Source: an optimization exercise on an open RTL-to-GDS flow (aim: small area, a short achievable clock period and few clock cycles per item). Production flows keep margins and buffers that such runs may drop.
Function was checked by simulation only, so behaviour that the tests miss may differ from the original.
No activity file was given, so power comes from the tool's default toggle rates.

==> flow/config.mk <==
export PLATFORM = sky130hd
export DESIGN_NAME = accumulator_with_undo_stack_unit
export DESIGN_NICKNAME = accumulator_with_undo_stack_unit
export VERILOG_FILES = /design/flow/design.v
export SDC_FILE = /design/flow/constraint.sdc
export NUM_CORES = 8
export LEC_CHECK = 0
export CAP_MARGIN = 20
export CORE_MARGIN = 2
export CORE_UTILIZATION = 40
export SLEW_MARGIN = 20
==> flow/constraint.sdc <==
create_clock -name core_clock -period 13.0 [get_ports {clk_i}]
set_input_delay 2.6000 -clock core_clock [delete_from_list [all_inputs] [get_ports {clk_i}]]
set_output_delay 2.6000 -clock core_clock [all_outputs]
set_load 0.01 [all_outputs]
==> flow/design.v <==
package awu_pkg;
  localparam logic [2:0] MODE_ADD  = 3'd0;
  localparam logic [2:0] MODE_SUB  = 3'd1;
  localparam logic [2:0] MODE_MUL  = 3'd2;
  localparam logic [2:0] MODE_DIV  = 3'd3;
  localparam logic [2:0] MODE_UNDO = 3'd4;
  localparam logic [1:0] STAT_OK      = 2'd0;
  localparam logic [1:0] STAT_DIVZERO = 2'd1;
  localparam logic [1:0] STAT_EMPTY   = 2'd2;
  localparam logic [1:0] STAT_SAT     = 2'd3;
  typedef enum logic [2:0] {
    AS_IDLE, AS_MUL, AS_MULFIN, AS_DIV, AS_DIVFIN, AS_DONE
  } alu_state_e;
  typedef enum logic [1:0] {
    ST_IDLE, ST_UNDO, ST_CALC, ST_DONE
  } top_state_e;
  typedef struct packed {
    logic       start;
    logic [2:0] mode;
  } alu_req_t;
  typedef struct packed {
    logic done;
    logic sat;
  } alu_rsp_t;
endpackage
module awu_ram #(
  parameter int Width = 64,
  parameter int Depth = 64
) (
  input  logic                     clk_i,
  input  logic                     we_i,
  input  logic [$clog2(Depth)-1:0] waddr_i,
  input  logic [Width-1:0]         wdata_i,
  input  logic                     re_i,
  input  logic [$clog2(Depth)-1:0] raddr_i,
  output logic [Width-1:0]         rdata_o
);
  logic [Width-1:0] mem_q [Depth];
  logic [Width-1:0] rdata_q;
  always_ff @(posedge clk_i) begin
    if (we_i) begin
      mem_q[waddr_i] <= wdata_i;
    end
    if (re_i) begin
      rdata_q <= mem_q[raddr_i];
    end
  end
  assign rdata_o = rdata_q;
endmodule
module awu_alu (
  input  logic               clk_i,
  input  logic               rst_ni,
  input  awu_pkg::alu_req_t  req_i,
  input  logic [63:0]        a_i,
  input  logic [63:0]        b_i,
  output awu_pkg::alu_rsp_t  rsp_o,
  output logic [63:0]        result_o
);
  awu_pkg::alu_state_e state_q, state_d;
  logic [6:0]   cnt_q, cnt_d;
  logic         neg_q, neg_d;
  logic [63:0]  ua_q, ua_d, ub_q, ub_d;
  logic [127:0] acc_q, acc_d;
  logic [95:0]  num_q, num_d;
  logic [63:0]  rem_q, rem_d, quo_q, quo_d;
  logic         big_q, big_d;
  logic [63:0]  res_q, res_d;
  logic         sat_q, sat_d;
  logic [63:0]  mag_a, mag_b, sum, dif;
  logic [31:0]  mul_a, mul_b;
  logic [63:0]  prod;
  logic [64:0]  rem_sh, lim_mul, lim_div;
  function automatic logic [64:0] sat_limit(logic [63:0] mag, logic big, logic neg);
    logic [63:0] lim;
    logic [63:0] m;
    logic        s;
    lim = neg ? 64'h8000_0000_0000_0000 : 64'h7FFF_FFFF_FFFF_FFFF;
    s = big || (mag > lim);
    m = s ? lim : mag;
    sat_limit = {s, neg ? (~m + 64'd1) : m};
  endfunction
  assign mag_a  = a_i[63] ? (~a_i + 64'd1) : a_i;
  assign mag_b  = b_i[63] ? (~b_i + 64'd1) : b_i;
  assign sum    = a_i + b_i;
  assign dif    = a_i - b_i;
  assign mul_a  = cnt_q[1] ? ua_q[63:32] : ua_q[31:0];
  assign mul_b  = cnt_q[0] ? ub_q[63:32] : ub_q[31:0];
  assign prod   = 64'(mul_a) * 64'(mul_b);
  assign rem_sh = {rem_q, num_q[95]};
  assign lim_mul = sat_limit(acc_q[95:32], |acc_q[127:96], neg_q);
  assign lim_div = sat_limit(quo_q, big_q, neg_q);
  always_comb begin
    state_d = state_q;
    unique case (state_q)
      awu_pkg::AS_IDLE: begin
        if (req_i.start) begin
          if (req_i.mode == awu_pkg::MODE_MUL) state_d = awu_pkg::AS_MUL;
          else if (req_i.mode == awu_pkg::MODE_DIV) state_d = awu_pkg::AS_DIV;
          else state_d = awu_pkg::AS_DONE;
        end
      end
      awu_pkg::AS_MUL:    if (cnt_q == 7'd3) state_d = awu_pkg::AS_MULFIN;
      awu_pkg::AS_DIV:    if (cnt_q == 7'd95) state_d = awu_pkg::AS_DIVFIN;
      awu_pkg::AS_MULFIN: state_d = awu_pkg::AS_DONE;
      awu_pkg::AS_DIVFIN: state_d = awu_pkg::AS_DONE;
      awu_pkg::AS_DONE:   state_d = awu_pkg::AS_IDLE;
      default:            state_d = awu_pkg::AS_IDLE;
    endcase
  end
  always_comb begin
    cnt_d = cnt_q; neg_d = neg_q; ua_d = ua_q; ub_d = ub_q; acc_d = acc_q;
    num_d = num_q; rem_d = rem_q; quo_d = quo_q; big_d = big_q;
    res_d = res_q; sat_d = sat_q;
    unique case (state_q)
      awu_pkg::AS_IDLE: begin
        if (req_i.start) begin
          neg_d = a_i[63] ^ b_i[63];
          ua_d  = mag_a;
          ub_d  = mag_b;
          cnt_d = '0;
          acc_d = '0;
          num_d = {mag_a, 32'd0};
          rem_d = '0;
          quo_d = '0;
          big_d = 1'b0;
          sat_d = 1'b0;
          res_d = a_i;
          case (req_i.mode)
            awu_pkg::MODE_ADD: begin
              if (!(a_i[63] ^ b_i[63]) && (sum[63] ^ a_i[63])) begin
                sat_d = 1'b1;
                res_d = a_i[63] ? 64'h8000_0000_0000_0000 : 64'h7FFF_FFFF_FFFF_FFFF;
              end else begin
                res_d = sum;
              end
            end
            awu_pkg::MODE_SUB: begin
              if ((a_i[63] ^ b_i[63]) && (dif[63] ^ a_i[63])) begin
                sat_d = 1'b1;
                res_d = a_i[63] ? 64'h8000_0000_0000_0000 : 64'h7FFF_FFFF_FFFF_FFFF;
              end else begin
                res_d = dif;
              end
            end
            default: ;
          endcase
        end
      end
      awu_pkg::AS_MUL: begin
        acc_d = acc_q + (128'(prod) << (7'd32 * (7'(cnt_q[0]) + 7'(cnt_q[1]))));
        cnt_d = cnt_q + 7'd1;
      end
      awu_pkg::AS_DIV: begin
        num_d = {num_q[94:0], 1'b0};
        if (quo_q[63]) big_d = 1'b1;
        if (rem_sh >= {1'b0, ub_q}) begin
          rem_d = 64'(rem_sh - {1'b0, ub_q});
          quo_d = {quo_q[62:0], 1'b1};
        end else begin
          rem_d = rem_sh[63:0];
          quo_d = {quo_q[62:0], 1'b0};
        end
        cnt_d = cnt_q + 7'd1;
      end
      awu_pkg::AS_MULFIN: begin
        res_d = lim_mul[63:0];
        sat_d = lim_mul[64];
      end
      awu_pkg::AS_DIVFIN: begin
        res_d = lim_div[63:0];
        sat_d = lim_div[64];
      end
      default: ;
    endcase
  end
  always_comb begin
    rsp_o.done = (state_q == awu_pkg::AS_DONE);
    rsp_o.sat  = sat_q;
    result_o   = res_q;
  end
  always_ff @(posedge clk_i or negedge rst_ni) begin
    if (!rst_ni) begin
      state_q <= awu_pkg::AS_IDLE;
    end else begin
      state_q <= state_d;
    end
  end
  always_ff @(posedge clk_i) begin
    cnt_q <= cnt_d; neg_q <= neg_d; ua_q <= ua_d; ub_q <= ub_d; acc_q <= acc_d;
    num_q <= num_d; rem_q <= rem_d; quo_q <= quo_d; big_q <= big_d;
    res_q <= res_d; sat_q <= sat_d;
  end
endmodule
module accumulator_with_undo_stack_unit #(
  parameter int HISTORY_DEPTH = 64
) (
  input  logic        clk_i,
  input  logic        rst_ni,
  input  logic        s_axis_tvalid_i,
  output logic        s_axis_tready_o,
  input  logic [63:0] s_axis_tdata_i,    
  input  logic [2:0]  s_axis_tuser_i,    
  output logic        m_axis_tvalid_o,
  input  logic        m_axis_tready_i,
  output logic [((64 + $clog2(HISTORY_DEPTH + 1) + 7) / 8) * 8 - 1:0]
                      m_axis_tdata_o,    
  output logic [1:0]  m_axis_tuser_o     
);
  localparam int AW = $clog2(HISTORY_DEPTH);
  localparam int CW = $clog2(HISTORY_DEPTH + 1);
  localparam int OW = ((64 + CW + 7) / 8) * 8;
  awu_pkg::top_state_e state_q, state_d;
  logic [AW-1:0] top_q, top_d, top_inc, top_dec;
  logic [CW-1:0] count_q, count_d;
  logic [63:0]   cur_q, cur_d;
  logic [63:0]   res_q, res_d;
  logic [1:0]    stat_q, stat_d;
  logic          mvalid_q, mvalid_d;
  logic [63:0]   mtotal_q, mtotal_d;
  logic [1:0]    mstat_q, mstat_d;
  logic [CW-1:0] mcount_q, mcount_d;
  logic          ram_we, ram_re;
  logic [AW-1:0] ram_waddr, ram_raddr;
  logic [63:0]   ram_wdata, ram_rdata;
  awu_pkg::alu_req_t alu_req;
  awu_pkg::alu_rsp_t alu_rsp;
  logic [63:0]       alu_res;
  logic              accept, out_free;
  assign top_inc  = (top_q == AW'(HISTORY_DEPTH - 1)) ? '0 : top_q + AW'(1);
  assign top_dec  = (top_q == '0) ? AW'(HISTORY_DEPTH - 1) : top_q - AW'(1);
  assign accept   = s_axis_tvalid_i && (state_q == awu_pkg::ST_IDLE);
  assign out_free = !mvalid_q || m_axis_tready_i;
  awu_ram #(.Width(64), .Depth(HISTORY_DEPTH)) u_hist (
    .clk_i   (clk_i),
    .we_i    (ram_we),
    .waddr_i (ram_waddr),
    .wdata_i (ram_wdata),
    .re_i    (ram_re),
    .raddr_i (ram_raddr),
    .rdata_o (ram_rdata)
  );
  awu_alu u_alu (
    .clk_i    (clk_i),
    .rst_ni   (rst_ni),
    .req_i    (alu_req),
    .a_i      (cur_q),
    .b_i      (s_axis_tdata_i),
    .rsp_o    (alu_rsp),
    .result_o (alu_res)
  );
  always_comb begin
    state_d = state_q;
    unique case (state_q)
      awu_pkg::ST_IDLE: begin
        if (s_axis_tvalid_i) begin
          if (s_axis_tuser_i == awu_pkg::MODE_UNDO) begin
            state_d = (count_q == '0) ? awu_pkg::ST_DONE : awu_pkg::ST_UNDO;
          end else if (s_axis_tuser_i == awu_pkg::MODE_DIV && s_axis_tdata_i == '0) begin
            state_d = awu_pkg::ST_DONE;
          end else begin
            state_d = awu_pkg::ST_CALC;
          end
        end
      end
      awu_pkg::ST_UNDO: state_d = awu_pkg::ST_DONE;
      awu_pkg::ST_CALC: if (alu_rsp.done) state_d = awu_pkg::ST_DONE;
      awu_pkg::ST_DONE: if (out_free) state_d = awu_pkg::ST_IDLE;
      default:          state_d = awu_pkg::ST_IDLE;
    endcase
  end
  always_comb begin
    top_d = top_q; count_d = count_q; cur_d = cur_q;
    res_d = res_q; stat_d = stat_q;
    mtotal_d = mtotal_q; mstat_d = mstat_q; mcount_d = mcount_q;
    mvalid_d = mvalid_q && !m_axis_tready_i;
    ram_we = 1'b0; ram_re = 1'b0;
    ram_waddr = top_inc; ram_raddr = top_dec; ram_wdata = alu_res;
    alu_req.start = 1'b0;
    alu_req.mode  = s_axis_tuser_i;
    s_axis_tready_o = (state_q == awu_pkg::ST_IDLE);
    unique case (state_q)
      awu_pkg::ST_IDLE: begin
        if (accept) begin
          if (s_axis_tuser_i == awu_pkg::MODE_UNDO) begin
            if (count_q == '0) begin
              res_d  = '0;
              stat_d = awu_pkg::STAT_EMPTY;
            end else begin
              top_d   = top_dec;
              count_d = count_q - CW'(1);
              ram_re  = 1'b1;
            end
          end else if (s_axis_tuser_i == awu_pkg::MODE_DIV && s_axis_tdata_i == '0) begin
            res_d  = cur_q;
            stat_d = awu_pkg::STAT_DIVZERO;
          end else begin
            alu_req.start = 1'b1;
          end
        end
      end
      awu_pkg::ST_UNDO: begin
        cur_d  = (count_q == '0) ? '0 : ram_rdata;
        res_d  = cur_d;
        stat_d = awu_pkg::STAT_OK;
      end
      awu_pkg::ST_CALC: begin
        if (alu_rsp.done) begin
          res_d   = alu_res;
          stat_d  = alu_rsp.sat ? awu_pkg::STAT_SAT : awu_pkg::STAT_OK;
          cur_d   = alu_res;
          top_d   = top_inc;
          ram_we  = 1'b1;
          if (count_q != CW'(HISTORY_DEPTH)) count_d = count_q + CW'(1);
        end
      end
      awu_pkg::ST_DONE: begin
        if (out_free) begin
          mvalid_d = 1'b1;
          mtotal_d = res_q;
          mstat_d  = stat_q;
          mcount_d = count_q;
        end
      end
      default: ;
    endcase
  end
  assign m_axis_tvalid_o = mvalid_q;
  assign m_axis_tdata_o  = OW'({mcount_q, mtotal_q});
  assign m_axis_tuser_o  = mstat_q;
  always_ff @(posedge clk_i or negedge rst_ni) begin
    if (!rst_ni) begin
      state_q  <= awu_pkg::ST_IDLE;
      top_q    <= '0;
      count_q  <= '0;
      cur_q    <= '0;
      mvalid_q <= 1'b0;
    end else begin
      state_q  <= state_d;
      top_q    <= top_d;
      count_q  <= count_d;
      cur_q    <= cur_d;
      mvalid_q <= mvalid_d;
    end
  end
  always_ff @(posedge clk_i) begin
    res_q    <= res_d;
    stat_q   <= stat_d;
    mtotal_q <= mtotal_d;
    mstat_q  <= mstat_d;
    mcount_q <= mcount_d;
  end
endmodule
==> flow/run.sh <==
#!/bin/bash
# synth_recipe.tcl (not shown) runs the flow's synth.tcl, then flattens the netlist and writes it again
# the make line also repeats each setting of config.mk as NAME=value (left out here)
make -C /OpenROAD-flow-scripts/flow DESIGN_CONFIG=/design/flow/config.mk WORK_HOME=/design/flow/orfs CLKGATE_MAP_FILE= SYNTH_SCRIPT=/design/flow/synth_recipe.tcl finish
==> results.sh <==
export IMPL_worst_path_max_fanout=15
export IMPL_end_kind="register"
export IMPL_clk_pin_slew_ns=0.06
export IMPL_ff2ff_setup_slack_ns=0.40
export IMPL_clk_latency_ns=1.10
export IMPL_fillers=54600
export IMPL_reg2reg_from="u_alu.cnt_q[1]"
export IMPL_synth_avg_cell_area_um2=14.7
export IMPL_post_synth_top_count_cell="edfxtp_1"
export IMPL_multi_input_area_mm2=0.0968
export IMPL_cp_start_kind="register"
export IMPL_yosysSeqAreaShare=0.586
export IMPL_path_buf_inv=12
export IMPL_clock_skew_ns=0.111
export IMPL_crit_family="adder cells"
export IMPL_seq_area_mm2=0.147
export IMPL_detail_route_wl_per_cell_um=33.2
export IMPL_period_needed_ns=12.60
export IMPL_synth_edf_count=4821
export IMPL_crit_arrival_ns=13.41
export IMPL_endpoint="u_alu.acc_q[116]"
export IMPL_grt_pass1_vias=157000
export IMPL_outcome="finished clean"
export IMPL_async_reset_ff_frac=0.0169
export IMPL_grt_use_total=0.273
export IMPL_vdd_drop_max_mv=0.262
export IMPL_core_area_mm2=0.624
export IMPL_clockBufferDepth=4
export IMPL_powerDensity_mw_per_mm2=187
export IMPL_hp_class="register to register"
export IMPL_finalSetupViolCount=0
export IMPL_r2r_cells=49
export IMPL_tightest_slew_ns=1.27
export IMPL_dpl_hpwl_um=582000
export IMPL_viasPerCell=6.03
export IMPL_worst_path_stages=49
export IMPL_worst_path_largest_cell_delay_ns=0.60
export IMPL_synth_cells=17100
export IMPL_hold_start="res_q[20]"
export IMPL_critPathKind="register to register"
export IMPL_num_rows=290
export IMPL_synth_seq_cells=4904
export IMPL_clock_fmax_mhz=79.4
export IMPL_max_slew_margin_rel=0.145
export IMPL_h_tree_depth=6
export IMPL_yosysWarnings=3
export IMPL_synth_area_leader_cell="edfxtp_1"
export IMPL_fin_crit_sh=0.969
export IMPL_synth_main_ff_cell="edfxtp_1"
export IMPL_routed_wl_um=882000
export IMPL_cts_tree="built"
export IMPL_first_pass_iters=6
export IMPL_synth_area_mm2=0.250
export IMPL_ys_top_cells_by_count="4821 x edfxtp_1, 1544 x nor2_1, 1242 x mux4_2"
export IMPL_postCtsHoldBufs=0
export IMPL_synth_top_area_share=0.578
export IMPL_ys_types=95
export IMPL_synthTopCellsByArea="edfxtp_1 58%, mux4_2 11%, fa_1 7.2%"
export IMPL_clock_root_buffer="clkbuf_16"
export IMPL_ios=147
export IMPL_finalHoldViolCount=0
export IMPL_die_h_um=795
export IMPL_cts_sinks=4904
export IMPL_gp_congestion=0.996
export IMPL_ant_nets=0
export IMPL_grt_pass1_wl_um=1230000
export IMPL_final_nets=19500
export IMPL_antenna_found_initial=59
export IMPL_required_ns=13.81
export IMPL_dieArea_mm2=0.633
export IMPL_post_route_util=0.457
export IMPL_cts_buffers=526
export IMPL_drive_gt1_frac=0.177
export IMPL_r2r_end="u_alu.acc_q[116]"
export IMPL_vias=160000
export IMPL_syn2layout_area_growth_pct=13.7
export IMPL_grt_ovfl_total=0
export IMPL_maxCapViolations=0
export IMPL_start_util=0.402
export IMPL_crit_path_start="u_alu.cnt_q[1]"
export IMPL_leakagePower_uw=0.101
export IMPL_grt_max_degree=131
export IMPL_portBuffers=145
export IMPL_synthesis_nets=18800
export IMPL_die_w_um=795
export IMPL_cp_common_cell="fa_1"
export IMPL_crit_path_top_delay_cell="or4_1"
export IMPL_tns_ns=0
export IMPL_drcViolationCount=0
export IMPL_slew_viol_final=0
export IMPL_rsz0062_at_grt="no"
export IMPL_drtIter0Drc=21600
-- flip-flops by register name, indices dropped and copies added, names as in the netlist --
signal,count
top_q,6
u_alu.quo_q,64
u_alu.big_q,1
res_q,64
u_alu.res_q,64
u_alu.ub_q,64
state_q,2
u_alu.neg_q,1
mstat_q,2
stat_q,2
u_alu.ua_q,64
u_alu.sat_q,1
u_hist.mem_q,4096
cur_q,64
mcount_q,7
u_hist.rdata_q,64
u_alu.num_q,64
mtotal_q,64
mvalid_q,1
count_q,7
u_alu.rem_q,64
u_alu.acc_q,128
u_alu.cnt_q,7
u_alu.state_q,3
-- how the worst min path moves through the flow --
stage	endpoint	cells after the start	slack [ns]
after detailed placement	mtotal_q[19]	0	0.41
after floorplan	mstat_q[0]	0	0.40
after global routing	mtotal_q[47]	0	0.43
after global placement	mtotal_q[20]	0	0.40
final	mtotal_q[20]	0	0.41
after CTS	mtotal_q[20]	0	0.41
-- routing by layer --
| layer | global-route usage | part of all wire |
|---|---|---|
| met1 | 0.369 | 0.39 |
| met2 | 0.437 | 0.47 |
| met3 | 0.0450 | 0.089 |
| met4 | 0.120 | 0.052 |
| met5 | 0 | 0.000070 |
-- worst reg2reg max path: cells and delay by family, from the launching register on --
family	cells	cell delay, ns
AND/OR/NAND/NOR	9	2.00
buffers and inverters	12	1.70
multiplexers	2	0.46
adder cells (fa/ha/maj)	10	4.62
XOR/XNOR	2	0.31
AO/OA/AOI/OAI	14	2.78
flip-flops	1	0.46
-- cells by family (layout without fill, tap and decap cells) --
kind of cell    count (synthesis)  in the layout  synth area share
xor+xnor                      502            502            0.0176
simple gates                 3886           3886            0.0688
mux                          1420           1420             0.119
compound gates               2654           2654            0.0687
other cells                     1             36         0.0000150
flops                        4904           4904             0.586
fa+ha+maj                    1627           1627             0.108
buf+inv                      2080           3233            0.0314
-- metrics by stage --
stage          hold slack, ns  setup slack [ns]  instance area, um^2  power, uW  instances
2_1_floorplan           0.400             0.804               250000      31600      17100
3_3_place_gp            0.403             0.121               268000      38700      25600
3_5_place_dp            0.405            0.0719               268000      38700      25600
4_1_cts                 0.407            0.0438               285000      53300      26500
5_1_grt                 0.427         0.0000773               285000      54900      26600
6_report                0.410             0.400               285000      53200      26600
-- cells in the final DEF, fill, tap and decap left out, types with 162 or more instances in the layout --
cell and n:
fa_1 902, a21oi_1 732, mux4_2 1242, edfxtp_1 4821
xnor2_1 366, nand3_1 162, inv_1 1144, a21o_1 230
ha_1 721, nor2_1 1475, buf_4 932, nand2_1 1185
o21ai_0 494, clkbuf_16 540, nor3_1 187
-- power by group --
group          switching (uW)  total, uW  internal [uW]  leakage [uW]
Sequential                437      18300          17900        0.0447
Clock                    6350      14600           8290       0.00803
Combinational           11900      20300           8420        0.0486
Total                   18600      53200          34600         0.101
-- final cells by class --
cell class,count,share of cell area
multi-input cells,10100,0.340
repair buffers,1149,0.0347
well taps,8322,0.0366
inverters,1149,0.0152
flip-flops and latches,4904,0.516
diodes,35,0.000308
clock buffers,654,0.0490
clock inverters,281,0.00890
-- repair_timing --
| item | 4_1_cts | 5_1_grt |
|---|---|---|
| setup buffers | 0 | 2 |
| resized for setup | 0 | 16 |
| setup endpoints to repair | 0 | 39 |
Testbench counts, summed over its fixed seeds: cycles 80,304, items 8,000.

-- separate check: timing with driven ports --
Ports are ideal in the flow. The routed layout listed here was re-timed in OpenROAD. Step 1 (the two cells are an assumption about what drives the block):
set clk [get_ports {clk_i}]
set_driving_cell -lib_cell sky130_fd_sc_hd__clkbuf_16 $clk
set_driving_cell -lib_cell sky130_fd_sc_hd__buf_2 [delete_from_list [all_inputs] $clk]
Step 2 adds t to the input delays and takes it off the output delays; t is the mean of the earliest and latest rising clock arrival at the registers after step 1. Input paths then give back, and output paths get back, about the clock's delay inside the block. a / b / c = ideal / step 1 / step 2; a / b = the first two.
t (ns): 1.196
setup slack, ns: 0.400 / 0.400 / 0.400
worst setup path at the end: register to register
pins driven straight from the clock port: 1
After both steps this run still meets setup and hold. The setup slack of this run moves by 0.000 ns with the drivers and by 0.000 ns with both steps.
